Background: an optimization exercise with open tools, aiming at small area. Do not read the settings as production practice. In this exercise RTL edits were held to simulation tests only and were not proved equivalent to the original. Power and IR drop assume default switching activity.

== v35 ==
Design output_gather, start of the top module:
module output_gather
#(
  parameter int N      = tpu_pkg::TPU_N,
  parameter int DATA_W = tpu_pkg::TPU_DATA_W
) (
  input  logic                  clk,
  input  logic                  reset,
  input  logic                  clear,
  input  logic [N-1:0]          lane_valid,
  input  logic [N*DATA_W-1:0]   lane_data,
  output logic                  in_ready,
  output logic                  mat_valid,
  input  logic                  mat_ready,
  output logic [N*N*DATA_W-1:0] c_mat,
  output logic                  err
);
For scale: ~1200 cells after synthesis, roughly 1200 I/O pins, about 32000 sq um of cells after synthesis.
==> flow/config.mk <==
export PLATFORM = sky130hd
export DESIGN_NAME = output_gather
export DESIGN_NICKNAME = output_gather
export VERILOG_FILES = /design/flow/design.v
export SDC_FILE = /design/flow/constraint.sdc
export NUM_CORES = 4
export LEC_CHECK = 0
export CAP_MARGIN = 10
export CORE_AREA = 10 10 410 410
export DIE_AREA = 0 0 420 420
export GPL_TIMING_DRIVEN = 0
export SLEW_MARGIN = 10
==> flow/constraint.sdc <==
create_clock -name core_clock -period 5.0 [get_ports {clk}]
set_input_delay 1.0000 -clock core_clock [delete_from_list [all_inputs] [get_ports {clk}]]
set_output_delay 1.0000 -clock core_clock [all_outputs]
set_load 0.01 [all_outputs]
standard.sh (not shown) runs the stock make flow with config.mk's settings and CLKGATE_MAP_FILE= SYNTH_SCRIPT=/design/flow/synth_recipe.tcl, a recipe that flattens the netlist after the stock synthesis.
==> flow/flow/run.sh <==
#!/bin/bash
# Standard ORFS layout, with the smallest buffer on the ports and no CTS dummy loads.
set -euo pipefail
export BUFFER_PORTS_ARGS="-buffer_cell sky130_fd_sc_hd__buf_1"
export CTS_ARGS="-sink_clustering_enable -repair_clock_nets -dont_use_dummy_load -buf_list sky130_fd_sc_hd__clkbuf_16 -sink_clustering_size 28 -sink_clustering_max_diameter 100"
bash standard.sh > standard.log 2>&1
The following lists how v36 was set up differently from v35:
- swapping 10 for 20 in CAP_MARGIN
- clearing GPL_TIMING_DRIVEN, which used to be 0
- swapping 10 for 20 in SLEW_MARGIN
==> flow/flow/run.sh <==
#!/bin/bash
# Standard ORFS layout, with the smallest buffer on the ports and no CTS dummy loads.
set -euo pipefail
export BUFFER_PORTS_ARGS="-buffer_cell sky130_fd_sc_hd__buf_1"
export CTS_ARGS="-sink_clustering_enable -repair_clock_nets -dont_use_dummy_load -buf_list sky130_fd_sc_hd__clkbuf_16 -sink_clustering_size 32 -sink_clustering_max_diameter 100 -sink_clustering_levels 2"
bash standard.sh > standard.log 2>&1
==> comparison <==
- Looking at v35 and v36, the worst hold slack is a wash.
- Row combinational power share: v36 lower / v35 higher
- Summary — clock-buffer cell count, v36 relative to v35: lower, by 7.
- In the reports for v35 and v36, the larger delay of the slowest cell on the worst path belongs to v36.
The following lists how v59 was set up differently from v36:
==> flow/flow/run.sh <==
#!/bin/bash
# Standard ORFS layout, with the smallest buffer on the ports and no CTS dummy loads.
set -euo pipefail
export BUFFER_PORTS_ARGS="-buffer_cell sky130_fd_sc_hd__buf_1"
export CTS_ARGS="-sink_clustering_enable -repair_clock_nets -dont_use_dummy_load -buf_list sky130_fd_sc_hd__clkbuf_16 -sink_clustering_size 28 -sink_clustering_max_diameter 100"
bash standard.sh > standard.log 2>&1
v59 finished all stages; the layout is clean. Number of nets in the final layout: v36 vs v59 — no meaningful difference. Clock share of power: v59 vs v36 up 0.9 points. Re growth of design area from synthesis to finish: v59 is 0.32 points up on v36.

========
Setup of exp/maple:
Another version of the RTL of output_gather (not shown whole).
Size: ~1200 cells after synthesis, roughly 1200 I/O pins, ~33000 um2 of cells after synthesis.
export LEC_CHECK = 0
export CAP_MARGIN = 20
export CORE_AREA = 10 10 410 410
export DIE_AREA = 0 0 420 420
export SLEW_MARGIN = 20
create_clock -name core_clock -period 5.0 [get_ports {clk}]
==> flow/flow/run.sh <==
#!/bin/bash
# Standard ORFS layout, with the smallest buffer on the ports and no CTS dummy loads.
set -euo pipefail
export BUFFER_PORTS_ARGS="-buffer_cell sky130_fd_sc_hd__buf_1"
export CTS_ARGS="-sink_clustering_enable -repair_clock_nets -dont_use_dummy_load -buf_list sky130_fd_sc_hd__clkbuf_8 -sink_clustering_size 16 -sink_clustering_max_diameter 40"
bash standard.sh > standard.log 2>&1
exp/maple finished end to end and its layout was clean on timing, DRC and antenna.
> inputs changed (exp/maple -> exp/umber)
# exp/maple
export LEC_CHECK = 0
export CAP_MARGIN = 20
export CORE_AREA = 10 10 410 410
export DIE_AREA = 0 0 420 420
export SLEW_MARGIN = 20
create_clock -name core_clock -period 5.0 [get_ports {clk}]
# exp/umber
export LEC_CHECK = 0
export CAP_MARGIN = 20
export CORE_AREA = 10 10 270 270
export DIE_AREA = 0 0 280 280
export PLACE_DENSITY = 0.7
export SLEW_MARGIN = 20
create_clock -name core_clock -period 5.0 [get_ports {clk}]
==> flow/flow/run.sh <==
#!/bin/bash
# Standard ORFS layout, with the smallest buffer on the ports and no CTS dummy loads.
set -euo pipefail
export BUFFER_PORTS_ARGS="-buffer_cell sky130_fd_sc_hd__buf_1"
export CTS_ARGS="-sink_clustering_enable -repair_clock_nets -dont_use_dummy_load -buf_list sky130_fd_sc_hd__clkbuf_16 -sink_clustering_size 30 -sink_clustering_max_diameter 60"
bash standard.sh > standard.log 2>&1
Notes after the runs:
exp/umber: it failed with a tool error in 3_2_place_iop, so there are no final results. Net count after synthesis of exp/umber is on par with exp/maple. Higher horizontal die dimension goes to exp/maple over exp/umber. Between exp/umber and exp/maple, the average size of a mapped cell does not differ in any meaningful way. exp/maple -> exp/umber: simple-gate share of the synthesized area delta 0, exact match. Synthesized cell count came out exactly the same in exp/umber and exp/maple. Diff exp/maple -> exp/umber: cell row count decreased by about 35% relative to the old numbers, starting density of the core climbed 28 points.
> inputs changed (exp/umber -> exp/tundra)
# exp/umber
export LEC_CHECK = 0
export CAP_MARGIN = 20
export CORE_AREA = 10 10 270 270
export DIE_AREA = 0 0 280 280
export PLACE_DENSITY = 0.7
export SLEW_MARGIN = 20
create_clock -name core_clock -period 5.0 [get_ports {clk}]
# exp/tundra
export LEC_CHECK = 0
export CAP_MARGIN = 20
export CORE_AREA = 10 10 310 310
export DIE_AREA = 0 0 320 320
export SLEW_MARGIN = 20
create_clock -name core_clock -period 5.0 [get_ports {clk}]
==> flow/flow/run.sh <==
#!/bin/bash
# Standard ORFS layout, with the smallest buffer on the ports and no CTS dummy loads.
set -euo pipefail
export BUFFER_PORTS_ARGS="-buffer_cell sky130_fd_sc_hd__buf_1"
export PLACE_PINS_ARGS="-min_distance 1 -min_distance_in_tracks"
export CTS_ARGS="-sink_clustering_enable -repair_clock_nets -dont_use_dummy_load -buf_list sky130_fd_sc_hd__clkbuf_16 -sink_clustering_size 30 -sink_clustering_max_diameter 60"
bash standard.sh > standard.log 2>&1
--- outcome ---
exp/tundra closes out successfully: all stages finished, all timing, DRC and antenna checks passed. Compared exp/umber against exp/tundra; proportion of synthesized chip area in sequential cells within noise. Delta (exp/tundra minus exp/umber): synthesized instance count closely matched the old numbers; xor-xnor portion of the synthesized cell area closely matched the old numbers; number of storage elements in the synthesis netlist closely matched the old numbers; average footprint of a synthesized cell closely matched the old numbers.
The following lists how exp/pepper was set up differently from exp/tundra:
# exp/tundra
export LEC_CHECK = 0
export CAP_MARGIN = 20
export CORE_AREA = 10 10 310 310
export DIE_AREA = 0 0 320 320
export SLEW_MARGIN = 20
create_clock -name core_clock -period 5.0 [get_ports {clk}]
# exp/pepper
export LEC_CHECK = 0
export CAP_MARGIN = 20
export CORE_AREA = 10 10 410 410
export DIE_AREA = 0 0 420 420
export SLEW_MARGIN = 20
create_clock -name core_clock -period 5.0 [get_ports {clk}]
==> flow/flow/run.sh <==
#!/bin/bash
# Standard ORFS layout, with the smallest buffer on the ports and no CTS dummy loads.
set -euo pipefail
export BUFFER_PORTS_ARGS="-buffer_cell sky130_fd_sc_hd__buf_1"
export CTS_ARGS="-sink_clustering_enable -repair_clock_nets -dont_use_dummy_load -buf_list sky130_fd_sc_hd__clkbuf_16 -sink_clustering_size 30 -sink_clustering_max_diameter 60"
bash standard.sh > standard.log 2>&1
--- outcome ---
clear as the start point of the critical path was reported by exp/tundra, and full by exp/pepper.
From exp/tundra to exp/pepper the numbers moved as follows: die area went up 72%, worst hold slack went down 0.038 ns.
Of exp/pepper and exp/tundra, it is exp/pepper that has the higher total CTS buffers.
Comparing exp/pepper and exp/tundra, the lower fraction of met3 tracks used by global routing was measured on exp/pepper.
The die width in exp/pepper was higher than what exp/tundra gave.
exp/pepper — power consumption 210 uW higher, exp/tundra as reference
In exp/pepper, the number of clock buffer instances in the layout came out 1 above the value in exp/tundra.
Count of cell instances traversed by the critical path (lower): exp/pepper

-- what the ideal ports hide --
How much do the figures lean on ideal ports? The routed layouts below were timed once more, with nothing changed but the port constraints. Step 1, drivers: a clkbuf_16 drives clk and a buf_2 each remaining input, both assumed. Step 2, shift: input delay + t, output delay - t, t = (earliest + latest rising clock arrival at the registers) / 2. This alone moves slack from input paths to output paths. Slacks: ideal ports / drivers / drivers and shift; pairs: ideal ports / drivers.
| run | t (ns) | slack for setup (ns) | worst setup path after step 2 |
|---|---|---|---|
| v35 | 0.711 | 1.975 / 1.896 / 1.299 | input to register |
| v36 | 0.691 | 2.060 / 1.973 / 1.822 | input to register |
| v59 | 0.700 | 2.067 / 1.986 / 1.847 | input to register |
| exp/maple | 0.906 | 1.887 / 1.816 / 1.546 | input to register |
| exp/tundra | 0.676 | 2.287 / 2.275 / 1.599 | input to register |
| exp/pepper | 0.711 | 2.058 / 1.987 / 1.572 | input to register |
After both steps every run listed still meets setup and hold. The setup slack of exp/tundra, which loses most, moves by -0.012 ns with the drivers and by -0.688 ns with both steps.
